Context: an optimization exercise on an open-source flow, tuned for small area, a short achievable clock period and few clock cycles per item. The choices shown serve that exercise and are no tape-out recipe.
At most, simulation tests tie the RTL to the original design; equivalence was not proved.

==> flow/design.v <==
module math_expression_inverse #(
  parameter int W = 32
) (
  input  logic                  clk,
  input  logic                  reset,
  input  logic                  start,
  input  logic signed [2*W+3:0] q,
  input  logic                  rmd,
  input  logic signed [W-1:0]   a,
  input  logic signed [W-1:0]   b,
  input  logic signed [W-1:0]   d,
  output logic signed [W-1:0]   c,
  output logic                  valid,
  output logic                  busy,
  output logic                  err_div0,
  output logic                  inexact,
  output logic                  ovf
);
  localparam int NB = 2*W + 6;                 
  localparam int K  = 32;                      
  localparam int NC = NB / 2;                  
  localparam int CW = $clog2(NC + 1);
  localparam logic [1:0] PREP = 2'd0, FIRST = 2'd1, RUN = 2'd2;
  logic [1:0]    st;
  logic [NB-1:0] qr;      
  logic [W-1:0]  rr;      
  logic [W:0]    dx;      
  logic [W+2:0]  d3;      
  logic          sd;      
  logic          sn;      
  logic [CW-1:0] cnt;
  logic [1:0]    r3;      
  logic          ff;      
  logic          nz;      
  logic          nz3;     
  logic [W-1:0]  qm;      
  logic          sy_r, sel_r, div0_r;
  logic dc;
  assign dc = ~sd;
  function automatic logic ones(input logic [W+3:0] a, input logic [W+3:0] b, input logic ci);
    ones = &(~(a ^ b) ~^ {a[W+2:0] & b[W+2:0], ci});
  endfunction
  logic [NB-1:0] n_s;
  logic [W:0]    d1_s;
  logic n_co, d1_co;
  mei_add #(.N(NB)) u_n (.a(qr), .b({{(NB-W-2){rr[W-1]}}, rr, 2'b00}), .ci(1'b0), .s(n_s), .co(n_co));
  mei_add #(.N(W+1)) u_d1 (.a(dx), .b(~d3[W:0]), .ci(1'b1), .s(d1_s), .co(d1_co));
  logic [K-1:0] t_top;
  logic [W+1:0] d_t;
  logic         skip;
  assign t_top = {qr[NB-1 -: 2], qr[NB-3 -: K-2] ^ {(K-2){sn}}};
  assign d_t   = {2'b00, t_top} + {dx[W], dx} + (W+2)'(dc);
  assign skip  = (st == FIRST) & d_t[W+1];
  logic          x1, x2;
  logic [W:0]    rsh;            
  logic [W+1:0]  rsh4;           
  logic [W+1:0]  df1;            
  logic [W+3:0]  dfa, dfc;       
  logic          t1, t2, t3;
  assign x1   = qr[NB-1];
  assign x2   = qr[NB-2];
  assign rsh  = {rr, x1};
  assign rsh4 = {rr, x1, x2};
  logic df1_co, dfa_co, dfc_co;
  mei_add #(.N(W+2)) u_s1 (.a({1'b0, rsh}), .b({dx[W], dx}), .ci(dc), .s(df1), .co(df1_co));
  mei_add #(.N(W+4)) u_sa (.a({2'b00, rsh4}), .b({{3{dx[W]}}, dx}), .ci(dc), .s(dfa), .co(dfa_co));
  mei_add #(.N(W+4)) u_sc (.a({2'b00, rsh4}), .b({d3[W+2], d3}), .ci(dc), .s(dfc), .co(dfc_co));
  assign t1   = ~dfa[W+3];
  assign t2   = ~df1[W+1];
  assign t3   = ~dfc[W+3];
  logic [3:0] fk;                
  assign fk[0] = ones({2'b00, rsh4}, {{3{dx[W]}}, dx}, dc);
  assign fk[1] = ones({3'b000, rsh}, {{3{dx[W]}}, dx}, dc) & x2;
  assign fk[2] = ones({2'b00, rsh4}, {d3[W+2], d3}, dc);
  assign fk[3] = ff & x1 & x2;
  logic [3:0][1:0] q3k, r3k;
  logic [3:0]      selk, syk;
  always_comb begin
    for (int k = 0; k < 4; k++) begin
      logic [3:0] t;
      logic       dl, sy_k;
      t = {r3, 2'(k)};
      case (t)
        4'd0:  {q3k[k], r3k[k]} = {2'd0, 2'd0};
        4'd1:  {q3k[k], r3k[k]} = {2'd0, 2'd1};
        4'd2:  {q3k[k], r3k[k]} = {2'd0, 2'd2};
        4'd3:  {q3k[k], r3k[k]} = {2'd1, 2'd0};
        4'd4:  {q3k[k], r3k[k]} = {2'd1, 2'd1};
        4'd5:  {q3k[k], r3k[k]} = {2'd1, 2'd2};
        4'd6:  {q3k[k], r3k[k]} = {2'd2, 2'd0};
        4'd7:  {q3k[k], r3k[k]} = {2'd2, 2'd1};
        4'd8:  {q3k[k], r3k[k]} = {2'd2, 2'd2};
        4'd9:  {q3k[k], r3k[k]} = {2'd3, 2'd0};
        4'd10: {q3k[k], r3k[k]} = {2'd3, 2'd1};
        4'd11: {q3k[k], r3k[k]} = {2'd3, 2'd2};
        default: {q3k[k], r3k[k]} = 4'd0;     
      endcase
      dl      = sn & fk[k];
      sy_k    = (sn ^ sd) | ~(nz | (k != 0) | dl);
      syk[k]  = sy_k;
      selk[k] = sy_k ? ~((r3k[k] == 2'd2) | ((r3k[k] == 2'd1) & dl))
                     :  ((r3k[k] == 2'd0) & ~dl);
    end
  end
  logic [1:0]   y;               
  logic [W-1:0] r_nx;
  assign y    = t3 ? 2'd3 : t2 ? 2'd2 : t1 ? 2'd1 : 2'd0;
  assign r_nx = t3 ? dfc[W-1:0] : t2 ? {df1[W-2:0], x2} : t1 ? dfa[W-1:0] : {rr[W-3:0], x1, x2};
  logic       qa, qb, f_nx, sy_nx, sel_nx;
  logic [1:0] r3b;
  assign {qa, qb} = q3k[y];
  assign r3b      = r3k[y];
  assign f_nx     = fk[y];
  assign sy_nx    = syk[y];
  assign sel_nx   = selk[y];
  logic nz_nx;
  assign nz_nx    = nz | (|y);
  logic [W+2:0] d3_s;
  logic         d3_co;
  mei_add #(.N(W+3)) u_d3 (.a({dx[W], dx, dc}), .b({{2{dx[W]}}, dx}), .ci(dc), .s(d3_s), .co(d3_co));
  logic last;
  assign last  = (cnt == CW'(NC));
  assign valid = busy & (((st == RUN) & div0_r) | last);
  always_ff @(posedge clk or posedge reset) begin
    if (reset) busy <= 1'b0;
    else       busy <= busy ? ~valid : start;
  end
  always_ff @(posedge clk) begin
    if (!busy) begin
      st  <= PREP;
      qr  <= {q[2*W+3], q, rmd};
      rr  <= d;
      dx  <= {a[W-1], a};
      d3  <= {{2{b[W-1]}}, b[W-1], b};
      cnt <= '0;
      r3  <= '0;
      nz  <= 1'b0;
      nz3 <= 1'b0;
      qm  <= '1;
    end else if (st == PREP) begin
      st  <= FIRST;
      qr  <= {1'b0, n_s[NB-2] ^ n_s[NB-1], n_s[NB-3:0]};
      sn  <= n_s[NB-1];
      rr  <= '0;
      sd  <= d1_s[W];
      dx  <= d1_s[W] ? d1_s : ~d1_s;
      d3  <= ~((W+3)'(3));    
    end else if (skip) begin
      st  <= RUN;
      qr  <= {qr[NB-K-1 -: 2] ^ {2{sn}}, qr[NB-K-3:0], {K{1'b0}}};
      rr  <= W'(t_top);
      cnt <= CW'(K / 2);
      ff  <= ones({2'b00, t_top}, {{3{dx[W]}}, dx}, dc);
      div0_r <= ~sd & (&dx);
      d3  <= d3_s;
    end else begin
      if (st == FIRST) begin
        div0_r <= ~sd & (&dx);
        d3  <= d3_s;
      end
      st  <= RUN;
      qr  <= {qr[NB-3 -: 2] ^ {2{sn}}, qr[NB-5:0], qa, qb};
      qm  <= (qa | qb) ? {qr[W-3:0], qb ? {qa, 1'b0} : 2'b01} : {qm[W-3:0], 2'b11};
      rr  <= r_nx;
      cnt <= cnt + CW'(1);
      r3  <= r3b;
      nz  <= nz_nx;
      nz3 <= nz3 | qa | qb;
      ff  <= f_nx;
      sy_r  <= sy_nx;
      sel_r <= sel_nx;
    end
  end
  logic         delta, inx1, inx2, hi;
  logic [W-1:0] v;
  assign delta = sn & ff;
  assign inx1  = sn ? ~ff : (|rr);
  assign inx2  = sy_r ? ~(((r3 == 2'd2) & ~delta) | ((r3 == 2'd1) & delta))
                      : ~(((r3 == 2'd1) & ~delta) | ((r3 == 2'd0) & delta));
  assign hi    = (|(qr[NB-1 -: 2] ^ {2{sn}})) | (|qr[NB-3:W]);
  assign v     = sel_r ? qm : qr[W-1:0];
  assign c        = div0_r ? '0 : (v ^ {W{sy_r}});
  assign err_div0 = div0_r;
  assign inexact  = ~div0_r & (inx1 | inx2);
  assign ovf      = ~div0_r & (hi | (v[W-1] & (~sel_r | nz3)));
endmodule
module mei_add #(
  parameter int N = 8
) (
  input  logic [N-1:0] a,
  input  logic [N-1:0] b,
  input  logic         ci,
  output logic [N-1:0] s,
  output logic         co
);
  logic [N-1:0] p0, g0, p, g;
  always_comb begin
    p0 = a ^ b;
    g0 = a & b;
    p  = p0;
    g  = g0;
    g[0] = g0[0] | (p0[0] & ci);
    for (int i = 1; i <= $clog2(N); i++)
      for (int j = 2**i - 1; j < N; j += 2**i) begin
        g[j] = g[j] | (p[j] & g[j - 2**(i-1)]);
        p[j] = p[j] & p[j - 2**(i-1)];
      end
    for (int i = $clog2(N); i > 0; i--)
      for (int j = 2**i + 2**(i-1) - 1; j < N; j += 2**i) begin
        g[j] = g[j] | (p[j] & g[j - 2**(i-1)]);
        p[j] = p[j] & p[j - 2**(i-1)];
      end
    s  = p0 ^ {g[N-2:0], ci};
    co = g[N-1];
  end
endmodule
clock: 8.5 ns
lec_check: 0
cap_margin: 20
core_margin: 2
core_utilization: 40
cts_buf_list: sky130_fd_sc_hd__clkbuf_8
setup_slack_margin: 4.0
slew_margin: 20
standard.sh (not shown) runs the stock make flow with config.mk's settings and CLKGATE_MAP_FILE= SYNTH_SCRIPT=/design/flow/synth_recipe.tcl, a recipe that flattens the netlist after the stock synthesis.
==> flow/flow/run.sh <==
#!/bin/bash
# The standard layout, with the port buffers made from the smallest buffer cell
# (buf_1) instead of the cell buffer_ports picks by default. Every port is still buffered.
set -euo pipefail
cd "$(dirname "$0")/.."
export BUFFER_PORTS_ARGS="-buffer_cell sky130_fd_sc_hd__buf_1"
bash standard.sh > flow_standard.log 2>&1
Then changed:
--- a/flow/design.v
+++ b/flow/design.v
@@ -47,11 +47,12 @@
   mei_add #(.N(W+1)) u_d1 (.a(dx), .b(~d3[W:0]), .ci(1'b1), .s(d1_s), .co(d1_co));
   logic [K-1:0] t_top;
   logic [W+1:0] d_t;
   logic         skip;
   assign t_top = {qr[NB-1 -: 2], qr[NB-3 -: K-2] ^ {(K-2){sn}}};
-  assign d_t   = {2'b00, t_top} + {dx[W], dx} + (W+2)'(dc);
+  logic         d_t_co;
+  mei_add #(.N(W+2)) u_t (.a({2'b00, t_top}), .b({dx[W], dx}), .ci(dc), .s(d_t), .co(d_t_co));
   assign skip  = (st == FIRST) & d_t[W+1];
   logic          x1, x2;
   logic [W:0]    rsh;            
   logic [W+1:0]  rsh4;           
   logic [W+1:0]  df1;            
The changed run produced a clean layout.
Non-clock buffer count came out lower by 41.
Worst setup slack is about the same.
Via count came out higher by a few percent.
Cell count came out higher by a few percent.
Area after synthesis came out higher slightly.
Routed wire length came out higher slightly.
Worst hold slack is worse by 0.016 ns.
First-iteration DRC count came out higher by about a fifth.
Flip-flop and latch count is unchanged.
Clock-buffer cell count stays the same.
Synthesized cell count came out higher by a few percent.
Global-route usage came out lower by 0.27 points.
Testbench counts after the change, summed over its fixed seeds: cycles 44,605, jobs 1,920.
For the first run of this note, only the layout was checked, not whether the RTL still works.

[what the ideal ports hide]
No port has a modelled driver above. Below, the same layouts with a new extraction and two added sets of constraints.
Step 1, drivers: a clkbuf_16 drives clk and a buf_2 each remaining input, both assumed.
Step 2 moves the port delays by t, midway between the first and last clock arrival at a register: inputs arrive t later, outputs are due t later. That takes back most of the time a late clock gives input paths.
Three values: ideal ports, drivers, drivers and shift; two values: the first two.
run	shift t [ns]	setup WS [ns]	worst register clock-pin slew, ns	cell pins on the clock port's net
the first run	0.698	4.026 / 4.026 / 4.026	0.07 / 0.07	1
the second run	0.700	4.026 / 3.967 / 4.109	0.08 / 0.08	1
After both steps setup and hold are still met in every run listed.
